Context: an optimization exercise on an open-source flow, tuned for a short achievable clock period and few clock cycles per item. The choices shown serve that exercise and are no tape-out recipe. Function was checked by simulation only, so behaviour that the tests miss may differ from the original. Power figures rest on the tool's default switching activity, not on a simulated workload.

==> v20: inputs <==
## cpu_pipe
module cpu_pipe (
    input  logic        clk,
    input  logic        rst,
    input  logic        fetch_valid,
    input  logic [31:0] fetch_pc,
    input  logic [31:0] fetch_instr,
    output logic        fetch_stall,
    output logic        retire_valid,
    output logic [31:0] retire_pc,
    output logic [4:0]  retire_rd,
    output logic        retire_reg_we,
    output logic [31:0] retire_value
);
==> flow/config.mk <==
export PLATFORM = sky130hd
export DESIGN_NAME = cpu_pipe
export DESIGN_NICKNAME = cpu_pipe
export VERILOG_FILES = /design/flow/design.v
export SDC_FILE = /design/flow/constraint.sdc
export NUM_CORES = 4
export LEC_CHECK = 0
export ABC_CLOCK_PERIOD_IN_PS = 2400
export CAP_MARGIN = 40
export CORE_MARGIN = 2
export CORE_UTILIZATION = 28
export SETUP_SLACK_MARGIN = 3.6
export SLEW_MARGIN = 65
==> flow/constraint.sdc <==
create_clock -name core_clock -period 6.0 [get_ports {clk}]
set_input_delay 1.2000 -clock core_clock [delete_from_list [all_inputs] [get_ports {clk}]]
set_output_delay 1.2000 -clock core_clock [all_outputs]
set_load 0.01 [all_outputs]
run.sh (not shown) runs the stock make flow with config.mk's settings and CLKGATE_MAP_FILE= SYNTH_SCRIPT=/design/flow/synth_recipe.tcl, a recipe that flattens the netlist after the stock synthesis.
==> inputs of v18, as changes to v20 <==
--- a/flow/design.v
+++ b/flow/design.v
@@ -13,17 +13,18 @@
     output logic [31:0] retire_pc,
     output logic [4:0]  retire_rd,
     output logic        retire_reg_we,
     output logic [31:0] retire_value
 );
     logic rst_q;
     always_ff @(posedge clk) rst_q <= rst;
     logic stall_q;
-    assign fetch_stall = stall_q;
+    logic stall_o;       
+    assign fetch_stall = stall_o;
     logic        f_valid;
     logic [31:0] f_pc;
     logic [31:0] f_instr;
     logic [31:1] f_oh1;      
     logic [31:1] f_oh2;      
     always_ff @(posedge clk) begin
         if (!stall_q) begin
             f_pc    <= fetch_pc;
@@ -58,20 +59,24 @@
             r_rf2 = r_rf2 | ({32{f_oh2[i]}} & rf[i]);
         end
     end
     logic        g_valid;
     logic [31:0] g_pc;
     logic [31:0] g_instr;
     logic [31:0] g_rf1;
     logic [31:0] g_rf2;
+    logic [31:0] g_imm;      
     always_ff @(posedge clk) begin
         if (!stall_q) begin
             g_pc    <= f_pc;
             g_instr <= f_instr;
+            g_imm   <= (f_instr[6:0] == 7'b0100011) ?
+                       {{20{f_instr[31]}}, f_instr[31:25], f_instr[11:7]} :
+                       {{20{f_instr[31]}}, f_instr[31:20]};
             g_rf1   <= r_rf1;
             g_rf2   <= r_rf2;
         end
         if (rst) g_valid <= 1'b0;
         else if (!stall_q) g_valid <= f_valid;
     end
     logic [6:0] d_opc;
     logic [2:0] d_f3;
@@ -93,125 +98,164 @@
     assign d_sub  = d_isr && (d_f7 == 7'b0100000) && (d_f3 == 3'b000);
     assign d_xor  = d_isr && (d_f7 == 7'b0000000) && (d_f3 == 3'b100);
     assign d_or   = d_isr && (d_f7 == 7'b0000000) && (d_f3 == 3'b110);
     assign d_and  = d_isr && (d_f7 == 7'b0000000) && (d_f3 == 3'b111);
     assign d_addi = (d_opc == 7'b0010011) && (d_f3 == 3'b000);
     assign d_lw   = (d_opc == 7'b0000011) && (d_f3 == 3'b010);
     assign d_sw   = (d_opc == 7'b0100011) && (d_f3 == 3'b010);
     assign d_we   = d_add | d_sub | d_xor | d_or | d_and | d_addi | d_lw;
-    assign d_imm  = d_sw ? {{20{g_instr[31]}}, g_instr[31:25], g_instr[11:7]}
-                         : {{20{g_instr[31]}}, g_instr[31:20]};
+    assign d_imm  = g_imm;
     assign d_go = g_valid & ~stall_q & ~rst;
     logic [6:0] f_opc;
     logic r_rs1_use;
     logic r_rs2_use;
     assign f_opc     = f_instr[6:0];
     assign r_rs1_use = (f_opc == 7'b0110011) || (f_opc == 7'b0010011) ||
                        (f_opc == 7'b0000011) || (f_opc == 7'b0100011);
     assign r_rs2_use = (f_opc == 7'b0110011);
+    logic stall_n;
+    assign stall_n = f_valid & g_valid & d_lw & (d_rdf != 5'd0) &
+                     ((r_rs1_use && f_instr[19:15] == d_rdf) ||
+                      (r_rs2_use && f_instr[24:20] == d_rdf));
     always_ff @(posedge clk) begin
-        stall_q <= ~rst & ~stall_q & f_valid & g_valid & d_lw & (d_rdf != 5'd0) &
-                   ((r_rs1_use && f_instr[19:15] == d_rdf) ||
-                    (r_rs2_use && f_instr[24:20] == d_rdf));
+        stall_q <= ~rst & ~stall_q & stall_n;
+        stall_o <= ~(rst | stall_q | ~stall_n);
     end
     logic        p_valid;
     logic        p_wr;
     logic        p_lw;
     logic        p_sw;
     logic        p_fq;       
     logic [4:0]  p_rd;
     logic        p_we;
     logic [31:0] p_pc;
     logic [31:0] p_val;
     logic [31:0] p_alu;      
     logic [63:0] p_oh;       
     logic [31:0] rdata;
+    logic [31:0] mem [64];
+    logic [31:0] stv;
     logic        w_wr;
     logic [4:0]  w_rd;
     logic [31:0] w_val;
     logic        w2_wr;
     logic [4:0]  w2_rd;
     logic [31:0] w2_val;
+    logic b1_rf, b1_w2, b1_w, b1_q, b1_pv, b1_pl;
+    logic b2_rf, b2_w2, b2_w, b2_q, b2_pv, b2_pl;
     logic [31:0] d_rv1, d_rv2;
-    always_comb begin
-        d_rv1 = g_rf1;
-        d_rv2 = g_rf2;
-        if (w2_wr && w2_rd == d_rs1) d_rv1 = w2_val;
-        if (w2_wr && w2_rd == d_rs2) d_rv2 = w2_val;
-        if (w_wr && w_rd == d_rs1) d_rv1 = w_val;
-        if (w_wr && w_rd == d_rs2) d_rv2 = w_val;
-        if (q_wr && q_rd == d_rs1) d_rv1 = q_val;
-        if (q_wr && q_rd == d_rs2) d_rv2 = q_val;
-        if (p_wr && p_rd == d_rs1) d_rv1 = p_lw ? rdata : p_val;
-        if (p_wr && p_rd == d_rs2) d_rv2 = p_lw ? rdata : p_val;
-    end
+    assign d_rv1 = ({32{b1_rf}} & g_rf1) | ({32{b1_w2}} & w2_val) | ({32{b1_w}} & w_val) |
+                   ({32{b1_q}} & q_val) | ({32{b1_pv}} & p_val) | ({32{b1_pl}} & rdata);
+    assign d_rv2 = ({32{b2_rf}} & g_rf2) | ({32{b2_w2}} & w2_val) | ({32{b2_w}} & w_val) |
+                   ({32{b2_q}} & q_val) | ({32{b2_pv}} & p_val) | ({32{b2_pl}} & rdata);
     logic        x_valid;
     logic        x_wr;       
     logic        x_lw;
     logic        x_sw;
     logic [4:0]  x_rd;       
     logic        x_we;       
     logic [31:0] x_pc;
     logic [31:0] x_a;        
+    logic [31:0] x_an;       
     logic [31:0] x_b;        
     logic [31:0] x_st;       
     logic [7:0]  x_imm;      
     logic        x_fa;       
     logic        x_fam;      
-    logic        x_fbp;      
-    logic        x_fbn;      
-    logic        x_nfb;      
+    logic        x_fb;       
+    logic        k00, k10, k01p, k01n, k11;    
     logic        x_fs;       
     logic        x_fsl;      
     logic        x_sub;
-    logic        s_sum, s_and, s_or, s_xor, s_st;
-    logic d_fb;
-    assign d_fb = x_wr && !x_lw && (x_rd == d_rs2) && d_isr;
+    logic        s_and, s_or, s_xor, s_st;
+    logic d_fa, d_fb, d_sum;
+    assign d_fa  = x_wr && !x_lw && (x_rd == d_rs1);
+    assign d_fb  = x_wr && !x_lw && (x_rd == d_rs2) && d_isr;
+    assign d_sum = d_add | d_sub | d_addi;
+    logic [4:0] n_rs1;
+    logic [4:0] n_rs2;
+    logic n1_p, n1_q, n1_w, n1_w2;
+    logic n2_p, n2_q, n2_w, n2_w2;
+    assign n_rs1 = stall_q ? d_rs1 : f_instr[19:15];
+    assign n_rs2 = stall_q ? d_rs2 : f_instr[24:20];
+    assign n1_p  = x_wr && (x_rd == n_rs1);
+    assign n1_q  = p_wr && (p_rd == n_rs1);
+    assign n1_w  = q_wr && (q_rd == n_rs1);
+    assign n1_w2 = w_wr && (w_rd == n_rs1);
+    assign n2_p  = x_wr && (x_rd == n_rs2);
+    assign n2_q  = p_wr && (p_rd == n_rs2);
+    assign n2_w  = q_wr && (q_rd == n_rs2);
+    assign n2_w2 = w_wr && (w_rd == n_rs2);
+    always_ff @(posedge clk) begin
+        b1_pl <= ~rst & n1_p & x_lw;
+        b1_pv <= ~rst & n1_p & ~x_lw;
+        b1_q  <= ~rst & ~n1_p & n1_q;
+        b1_w  <= ~rst & ~n1_p & ~n1_q & n1_w;
+        b1_w2 <= ~rst & ~n1_p & ~n1_q & ~n1_w & n1_w2;
+        b1_rf <= rst | (~n1_p & ~n1_q & ~n1_w & ~n1_w2);
+        b2_pl <= ~rst & n2_p & x_lw;
+        b2_pv <= ~rst & n2_p & ~x_lw;
+        b2_q  <= ~rst & ~n2_p & n2_q;
+        b2_w  <= ~rst & ~n2_p & ~n2_q & n2_w;
+        b2_w2 <= ~rst & ~n2_p & ~n2_q & ~n2_w & n2_w2;
+        b2_rf <= rst | (~n2_p & ~n2_q & ~n2_w & ~n2_w2);
+    end
     always_ff @(posedge clk) begin
         x_valid <= d_go;
         x_wr    <= d_go & d_we & (d_rdf != 5'd0);
         x_lw    <= d_go & d_lw;
         x_sw    <= d_go & d_sw;
         x_rd    <= d_we ? d_rdf : 5'd0;
         x_we    <= d_we;
         x_pc    <= g_pc;
         x_a     <= d_rv1;
         x_b     <= d_isr ? (d_sub ? ~d_rv2 : d_rv2) : d_imm;
+        x_an    <= d_sub ? ~d_rv1 : d_rv1;
         x_st    <= d_rv2;
         x_imm   <= d_imm[7:0];
-        x_fa    <= x_wr && !x_lw && (x_rd == d_rs1) && !(d_lw || d_sw);
+        x_fa    <= d_fa && !(d_add || d_sub || d_addi || d_lw || d_sw);
         x_fam   <= x_wr && !x_lw && (x_rd == d_rs1) && (d_lw || d_sw);
-        x_fbp   <= d_fb && !d_sub;
-        x_fbn   <= d_fb && d_sub;
-        x_nfb   <= !d_fb;
+        x_fb    <= d_fb && !(d_add || d_sub);
+        k00     <= d_sum && !d_fa && !d_fb;
+        k10     <= d_sum &&  d_fa && !d_fb;
+        k01p    <= d_sum && !d_fa &&  d_fb && !d_sub;
+        k01n    <= d_sum && !d_fa &&  d_fb &&  d_sub;
+        k11     <= d_sum &&  d_fa &&  d_fb && !d_sub;    
         x_fs    <= x_wr && !x_lw && (x_rd == d_rs2);
         x_fsl   <= x_wr && x_lw && (x_rd == d_rs2) && d_sw;
         x_sub   <= d_sub;
-        s_sum   <= d_add | d_sub | d_addi;
         s_and   <= d_and;
         s_or    <= d_or;
         s_xor   <= d_xor;
         s_st    <= d_sw;
     end
     logic [31:0] a;
     logic [31:0] b;
     logic [31:0] st;
     logic [31:0] sum;
     logic [7:0]  base8;
     logic [31:0] res;
     assign a   = x_fa ? p_alu : x_a;
-    assign b   = ({32{x_fbp}} & p_alu) | ({32{x_fbn}} & ~p_alu) | ({32{x_nfb}} & x_b);
+    assign b   = x_fb ? p_alu : x_b;
     assign st  = x_fs ? p_val : x_st;
-    logic [32:0] sum33;
-    assign sum33 = {a, 1'b1} + {b, x_sub};
-    assign sum   = sum33[32:1];
+    logic [32:0] sum00;
+    logic [32:0] sum10;
+    logic [31:0] sum01;
+    assign sum00 = {x_a, 1'b1} + {x_b, x_sub};
+    assign sum10 = {p_alu, 1'b1} + {x_b, x_sub};
+    assign sum01 = x_an + p_alu;
+    assign sum   = ({32{k00}}  & sum00[32:1]) |
+                   ({32{k10}}  & sum10[32:1]) |
+                   ({32{k01p}} & sum01) |
+                   ({32{k01n}} & ~sum01) |
+                   ({32{k11}}  & {p_alu[30:0], 1'b0});
     assign base8 = x_fam ? p_val[7:0] : x_a[7:0];
     logic [31:0] res_alu;
-    assign res_alu = ({32{s_sum}} & sum) |
+    assign res_alu = sum |
                      ({32{s_and}} & (a & b)) |
                      ({32{s_or}}  & (a | b)) |
                      ({32{s_xor}} & (a ^ b));
     assign res = res_alu | ({32{s_st}} & st);
     logic [7:0] sp;      
     logic [7:0] sg;      
     logic       c2;      
     logic [63:0] hit;
@@ -236,18 +280,16 @@
         p_fq    <= x_fsl;
         p_rd    <= x_rd;
         p_we    <= x_we;
         p_pc    <= x_pc;
         p_val   <= res;
         p_alu   <= res_alu;
         p_oh    <= hit;
     end
-    logic [31:0] mem [64];
-    logic [31:0] stv;
     assign stv = p_fq ? q_val : p_val;
     always_comb begin
         rdata = '0;
         for (int k = 0; k < 64; k++) rdata = rdata | ({32{p_oh[k]}} & mem[k]);
     end
     always_ff @(posedge clk) begin
         for (int k = 0; k < 64; k++) begin
             if (rst_q) mem[k] <= '0;
@@ -263,14 +305,20 @@
         q_val   <= p_lw ? rdata : stv;
         w_wr    <= q_wr & ~rst;
         w_rd    <= q_rd;
         w_val   <= q_val;
         w2_wr   <= w_wr & ~rst;
         w2_rd   <= w_rd;
         w2_val  <= w_val;
     end
+    logic [4:0]  o_rd;
+    logic [31:0] o_val;
+    always_ff @(posedge clk) begin
+        o_rd  <= p_valid ? p_rd : 5'd0;
+        o_val <= p_valid ? (p_lw ? rdata : stv) : 32'd0;
+    end
     assign retire_valid  = q_valid;
     assign retire_pc     = q_pc;
-    assign retire_rd     = q_rd;
+    assign retire_rd     = o_rd;
     assign retire_reg_we = q_we;
-    assign retire_value  = q_val;
+    assign retire_value  = o_val;
 endmodule
- CELL_PAD_IN_SITES_DETAIL_PLACEMENT: not set -> 1
- CELL_PAD_IN_SITES_GLOBAL_PLACEMENT: not set -> 2
- CORE_UTILIZATION: 28 -> 37
- SETUP_SLACK_MARGIN: 3.6 -> 3.9
==> run notes <==
Outcome: v18 timing/DRC/antenna clean; v20 timing/DRC/antenna clean
Placed cells: v18 22,300; v20 23,200
Group drawing the most power: v18 clock; v20 registers
Destination of the critical timing path: v18 x_b[11]$_DFF_P_; v20 p_val[28]$_DFF_P_
Total standard cell area after synthesis: v18 157,000 um^2; v20 152,000 um^2
Number of buffers created by CTS: v18 439; v20 382
Mux cell area share after synthesis: v18 0.0117; v20 0.0120
Power attributed to the clock group: v18 28,800 uW; v20 25,500 uW
Actual slew at the worst max-slew pin: v18 0.717 ns; v20 0.730 ns
Via density: v18 7.12; v20 6.30
Area Growth Syn to Fin: v18 39.6%; v20 28.1%
CP Launch Point: v18 p_oh[6]$_DFF_P_; v20 x_fbn$_DFF_P_
Placer congestion estimate: v18 0.943; v20 0.943
Total power: v18 57,400 uW; v20 52,500 uW
Number of global-route vias before repair: v18 161,000; v20 139,000
Routed length per instance: v18 45.9 um; v20 34.1 um
Endpoint arrival time on the critical path: v18 4.00 ns; v20 4.07 ns
Area of all sequential standard cells: v18 80,400 um^2; v20 78,600 um^2
Hold_sp: v18 x_pc[27]$_DFF_P_; v20 p_pc[12]$_DFF_P_
Testbench counts of v20, summed over its fixed seeds: cycles 16,575, instructions 16,000.
Testbench counts of v18, summed over its fixed seeds: cycles 16,575, instructions 16,000.

[port drivers added, routing unchanged]
No port has a modelled driver above. Below, the same layouts with a new extraction and two added sets of constraints. Step 1 assumes that a clkbuf_16 drives the clock port and a buf_2 every other input. Step 2 also shifts input and output timing later by t, the mid clock arrival at the registers, as if the neighbouring blocks saw the same clock. Slacks: ideal / step 1 / step 2; pairs: ideal / step 1.
run	t (ns)	setup WS [ns]	latest minus earliest clock arrival (ns)	slew at the worst register clock pin (ns)	pins driven straight from the clock port
v20	1.139	2.821 / 2.821 / 2.821	0.093 / 0.093	0.07 / 0.07	1
v18	1.125	2.887 / 2.887 / 2.887	0.084 / 0.084	0.07 / 0.07	1
After both steps setup and hold are still met in every run listed.
